This design comes from an exercise in tuning for small area, a short achievable clock period and few clock cycles per item on the open sky130 flow, not from production work.
Function was checked by simulation only, so behaviour that the tests miss may differ from the original.

==> flow/design.v <==
package jdc_pkg;
  localparam int YEAR_W  = 14;
  localparam int MONTH_W = 4;
  localparam int DAY_W   = 5;
  localparam int JDN_W   = 23;
  localparam int TDATA_W = 48;
  localparam logic [22:0] JDN_EPOCH = 23'd1721119;   
  localparam logic [22:0] JDN_FIRST = 23'd1721426;   
  localparam logic [22:0] JDN_LAST  = 23'd5373484;   
  localparam logic [18:0] EST_OFS = 19'd37704;
endpackage
module jdc_ctrl (
  input  logic clk,
  input  logic rst_n,
  input  logic in_tvalid,
  input  logic out_tready,
  output logic en,
  output logic vld_out
);
  logic v1_r, v2_r, v3_r;
  assign en      = ~v3_r | out_tready;
  assign vld_out = v3_r;
  always_ff @(posedge clk) begin
    if (!rst_n) begin
      v1_r <= 1'b0;
      v2_r <= 1'b0;
      v3_r <= 1'b0;
    end else if (en) begin
      v1_r <= in_tvalid;
      v2_r <= v1_r;
      v3_r <= v2_r;
    end
  end
endmodule
module jdc_fwd (
  input  logic [13:0] year,
  input  logic [3:0]  month,
  input  logic [4:0]  day,
  output logic [13:0] y_mar,
  output logic [8:0]  tday
);
  logic       early;
  logic [8:0] tmon;
  assign early = (month <= 4'd2);
  always_comb begin
    if (year == 14'd0) y_mar = early ? 14'd0 : 14'd1;
    else               y_mar = year - {13'd0, early};
  end
  always_comb begin
    case (month)
      4'd0:  tmon = 9'd275;
      4'd1:  tmon = 9'd306;
      4'd2:  tmon = 9'd337;
      4'd3:  tmon = 9'd0;
      4'd4:  tmon = 9'd31;
      4'd5:  tmon = 9'd61;
      4'd6:  tmon = 9'd92;
      4'd7:  tmon = 9'd122;
      4'd8:  tmon = 9'd153;
      4'd9:  tmon = 9'd184;
      4'd10: tmon = 9'd214;
      4'd11: tmon = 9'd245;
      4'd12: tmon = 9'd275;
      4'd13: tmon = 9'd306;
      4'd14: tmon = 9'd337;
      default: tmon = 9'd367;
    endcase
  end
  assign tday = tmon + {4'd0, day};
endmodule
import jdc_pkg::*;
module jdc_inv_est (
  input  logic [22:0] n,
  output logic [13:0] y_est,
  output logic        err
);
  logic [18:0] p;
  assign err   = (n < JDN_FIRST) || (n > JDN_LAST);
  assign p     = 19'(n[22:6]) + 19'(n[22:8]) + 19'(n[22:9]) + 19'(n[22:11])
               - 19'(n[22:14]) - 19'(n[22:17]) - EST_OFS;
  assign y_est = p[16:3];
endmodule
module jdc_inv_dec (
  input  logic [8:0]  doy,       
  input  logic        corr,      
  input  logic [13:0] y_est,
  output logic [13:0] year,
  output logic [3:0]  month,
  output logic [4:0]  day
);
  logic [3:0] m;
  logic [8:0] start;
  logic       jf;
  always_comb begin
    if      (doy >= 9'd337) begin m = 4'd11; start = 9'd337; end
    else if (doy >= 9'd306) begin m = 4'd10; start = 9'd306; end
    else if (doy >= 9'd275) begin m = 4'd9;  start = 9'd275; end
    else if (doy >= 9'd245) begin m = 4'd8;  start = 9'd245; end
    else if (doy >= 9'd214) begin m = 4'd7;  start = 9'd214; end
    else if (doy >= 9'd184) begin m = 4'd6;  start = 9'd184; end
    else if (doy >= 9'd153) begin m = 4'd5;  start = 9'd153; end
    else if (doy >= 9'd122) begin m = 4'd4;  start = 9'd122; end
    else if (doy >= 9'd92)  begin m = 4'd3;  start = 9'd92;  end
    else if (doy >= 9'd61)  begin m = 4'd2;  start = 9'd61;  end
    else if (doy >= 9'd31)  begin m = 4'd1;  start = 9'd31;  end
    else                    begin m = 4'd0;  start = 9'd0;   end
  end
  assign jf    = (m >= 4'd10);
  assign month = jf ? (m - 4'd9) : (m + 4'd3);
  assign day   = 5'(doy[4:0] - start[4:0] + 5'd1);
  assign year  = y_est + {12'd0, corr & jf, corr ^ jf};
endmodule
import jdc_pkg::*;
module julian_day_converter (
  input  logic                         clk,
  input  logic                         rst_n,
  input  logic                         in_tvalid,
  output logic                         in_tready,
  input  logic [jdc_pkg::TDATA_W-1:0]  in_tdata,
  input  logic                         in_tuser,
  output logic                         out_tvalid,
  input  logic                         out_tready,
  output logic [jdc_pkg::TDATA_W-1:0]  out_tdata,
  output logic                         out_tuser
);
  logic        en;
  logic [13:0] y_mar, y_est;
  logic [8:0]  tday;
  logic        err0;
  logic [13:0] x1_r;      
  logic [9:0]  z1_r;      
  logic        op1_r, err1_r;
  logic [11:0] q;
  logic [15:0] cprod;
  logic [7:0]  cent;
  logic        r99, leap;
  logic [22:0] p;
  logic [9:0]  p2_r;      
  logic [13:0] w2_r;      
  logic [7:0]  c2_r;
  logic        leap2_r, op2_r, err2_r;
  logic [22:0] g;
  logic [9:0]  doy_c;
  logic        corr;
  logic [8:0]  doy;
  logic [13:0] w3_r;      
  logic [9:0]  d3_r;      
  logic        op3_r, err3_r;
  logic [13:0] year_d;
  logic [3:0]  month_d;
  logic [4:0]  day_d;
  jdc_ctrl u_ctrl (
    .clk        (clk),
    .rst_n      (rst_n),
    .in_tvalid  (in_tvalid),
    .out_tready (out_tready),
    .en         (en),
    .vld_out    (out_tvalid)
  );
  jdc_fwd u_fwd (
    .year  (in_tdata[13:0]),
    .month (in_tdata[17:14]),
    .day   (in_tdata[22:18]),
    .y_mar (y_mar),
    .tday  (tday)
  );
  jdc_inv_est u_est (
    .n     (in_tdata[45:23]),
    .y_est (y_est),
    .err   (err0)
  );
  assign in_tready = en;
  always_ff @(posedge clk) begin
    if (en) begin
      x1_r   <= in_tuser ? y_est : y_mar;
      z1_r   <= in_tuser ? ~in_tdata[32:23] : {1'b0, tday};
      op1_r  <= in_tuser;
      err1_r <= in_tuser & err0;
    end
  end
  assign q     = x1_r[13:2];
  assign cprod = ({1'b0, q, 3'd0}) + ({3'd0, q, 1'b0}) + {6'd0, q[11:2]} - {11'd0, q[11:7]};
  assign cent  = cprod[15:8];
  assign r99   = (x1_r[1:0] == 2'b11) && (cprod[7:0] >= 8'd246);
  assign leap  = (x1_r[1:0] == 2'b11) && (!r99 || (cent[1:0] == 2'b11));
  assign p = ({9'd0, x1_r} << 8) + ({9'd0, x1_r} << 6) + ({9'd0, x1_r} << 5)
           + ({9'd0, x1_r} << 3) + ({9'd0, x1_r} << 2) + {9'd0, x1_r}
           + {11'd0, x1_r[13:2]} + {13'd0, z1_r} + JDN_EPOCH + {22'd0, op1_r};
  always_ff @(posedge clk) begin
    if (en) begin
      p2_r    <= p[9:0];
      w2_r    <= op1_r ? x1_r : {1'b0, p[22:10]};
      c2_r    <= cent;
      leap2_r <= leap;
      op2_r   <= op1_r;
      err2_r  <= err1_r;
    end
  end
  assign g     = {w2_r[12:0], p2_r} - {15'd0, c2_r} + {17'd0, c2_r[7:2]};
  assign doy_c = ~g[9:0];
  assign corr  = leap2_r ? (doy_c >= 10'd366) : (doy_c >= 10'd365);
  assign doy   = corr ? 9'(doy_c - (leap2_r ? 10'd366 : 10'd365)) : doy_c[8:0];
  always_ff @(posedge clk) begin
    if (en) begin
      w3_r   <= op2_r ? w2_r : {1'b0, g[22:10]};
      d3_r   <= op2_r ? {corr, doy} : g[9:0];
      op3_r  <= op2_r;
      err3_r <= err2_r;
    end
  end
  jdc_inv_dec u_dec (
    .doy   (d3_r[8:0]),
    .corr  (d3_r[9]),
    .y_est (w3_r),
    .year  (year_d),
    .month (month_d),
    .day   (day_d)
  );
  always_comb begin
    out_tdata = '0;
    out_tuser = 1'b0;
    if (!op3_r) begin
      out_tdata[22:0] = {w3_r[12:0], d3_r};
    end else if (err3_r) begin
      out_tuser = 1'b1;
    end else begin
      out_tdata[36:23] = year_d;
      out_tdata[40:37] = month_d;
      out_tdata[45:41] = day_d;
    end
  end
endmodule
make LEC_CHECK=0 CAP_MARGIN=20 CORE_MARGIN=2 CORE_UTILIZATION=40 SLEW_MARGIN=20 finish   # period 6.0 ns
run.sh (not shown) runs the stock make flow with config.mk's settings and CLKGATE_MAP_FILE= SYNTH_SCRIPT=/design/flow/synth_recipe.tcl, a recipe that flattens the netlist after the stock synthesis.
Testbench counts at the start, summed over its fixed seeds: cycles 8,024, items 8,000.
Then changed:
--- a/flow/design.v
+++ b/flow/design.v
@@ -6,9 +6,9 @@
   localparam int TDATA_W = 48;
   localparam logic [22:0] JDN_EPOCH = 23'd1721119;   
   localparam logic [22:0] JDN_FIRST = 23'd1721426;   
   localparam logic [22:0] JDN_LAST  = 23'd5373484;   
-  localparam logic [18:0] EST_OFS = 19'd37704;
+  localparam logic [26:0] EST_OFS = 27'd38608000;
 endpackage
 module jdc_ctrl (
   input  logic clk,
   input  logic rst_n,
@@ -73,13 +73,14 @@
   input  logic [22:0] n,
   output logic [13:0] y_est,
   output logic        err
 );
-  logic [18:0] p;
+  logic [26:0] p;
   assign err   = (n < JDN_FIRST) || (n > JDN_LAST);
-  assign p     = 19'(n[22:6]) + 19'(n[22:8]) + 19'(n[22:9]) + 19'(n[22:11])
-               - 19'(n[22:14]) - 19'(n[22:17]) - EST_OFS;
-  assign y_est = p[16:3];
+  assign p     = ({11'd0, n[22:7]} << 12) - ({11'd0, n[22:7]} << 10)
+               - ({11'd0, n[22:7]} << 8) + ({11'd0, n[22:7]} << 6)
+               - ({11'd0, n[22:7]} << 3) - {11'd0, n[22:7]} - EST_OFS;
+  assign y_est = p[26:13];
 endmodule
 module jdc_inv_dec (
   input  logic [8:0]  doy,       
   input  logic        corr,      
@@ -130,9 +131,9 @@
   logic [13:0] x1_r;      
   logic [9:0]  z1_r;      
   logic        op1_r, err1_r;
   logic [11:0] q;
-  logic [15:0] cprod;
+  logic [22:0] cprod;
   logic [7:0]  cent;
   logic        r99, leap;
   logic [22:0] p;
   logic [9:0]  p2_r;      
@@ -178,11 +179,11 @@
       err1_r <= in_tuser & err0;
     end
   end
   assign q     = x1_r[13:2];
-  assign cprod = ({1'b0, q, 3'd0}) + ({3'd0, q, 1'b0}) + {6'd0, q[11:2]} - {11'd0, q[11:7]};
-  assign cent  = cprod[15:8];
-  assign r99   = (x1_r[1:0] == 2'b11) && (cprod[7:0] >= 8'd246);
+  assign cprod = ({11'd0, q} << 10) + ({11'd0, q} << 8) + ({11'd0, q} << 5) - {11'd0, q};
+  assign cent  = cprod[22:15];
+  assign r99   = (x1_r[1:0] == 2'b11) && (cprod[14:0] >= 15'd31296);
   assign leap  = (x1_r[1:0] == 2'b11) && (!r99 || (cent[1:0] == 2'b11));
   assign p = ({9'd0, x1_r} << 8) + ({9'd0, x1_r} << 6) + ({9'd0, x1_r} << 5)
            + ({9'd0, x1_r} << 3) + ({9'd0, x1_r} << 2) + {9'd0, x1_r}
            + {11'd0, x1_r[13:2]} + {13'd0, z1_r} + JDN_EPOCH + {22'd0, op1_r};
Result: The changed run passed the timing, design-rule and antenna checks. Global-route usage is about the same. Clock-buffer cell count is lower by 1. Non-clock buffer count is higher by 2. Maximum frequency is higher slightly. Worst setup slack is better by 0.042 ns. Final area is higher by a few percent. Synthesized area is higher by a few percent.
Testbench counts after the change, summed over its fixed seeds: cycles 8,024, items 8,000.

[re-timing with driven ports]
The flow's constraints put no driver on any port. The routed layouts listed below were extracted and timed again, unchanged, in two steps.
Step 1 (the two cells are an assumption about what drives the block):
set clk [get_ports {clk}]
set_driving_cell -lib_cell sky130_fd_sc_hd__clkbuf_16 $clk
set_driving_cell -lib_cell sky130_fd_sc_hd__buf_2 [delete_from_list [all_inputs] $clk]
Step 2 times the ports against the registers' clock, not the clock port: input delays grow and output delays shrink by t, the midpoint of the rising clock arrivals with the driver on.
Slacks: ideal / step 1 / step 2; pairs: ideal / step 1.
| run | t, ns | setup slack, ns | worst hold slack (ns) | clock arrival spread, ns | pins driven straight from the clock port |
|---|---|---|---|---|---|
| the first run | 0.395 | 0.206 / 0.228 / -0.167 | 0.432 / 0.432 / 0.432 | 0.010 / 0.010 | 1 |
| the second run | 0.395 | 0.248 / 0.254 / -0.124 | 0.435 / 0.435 / 0.435 | 0.011 / 0.010 | 1 |
With both steps, setup timing fails in the first run and the second run, where it was met with ideal ports. For the first run, which loses most, drivers alone change the setup slack by +0.022 ns; drivers and shift together by -0.373 ns.
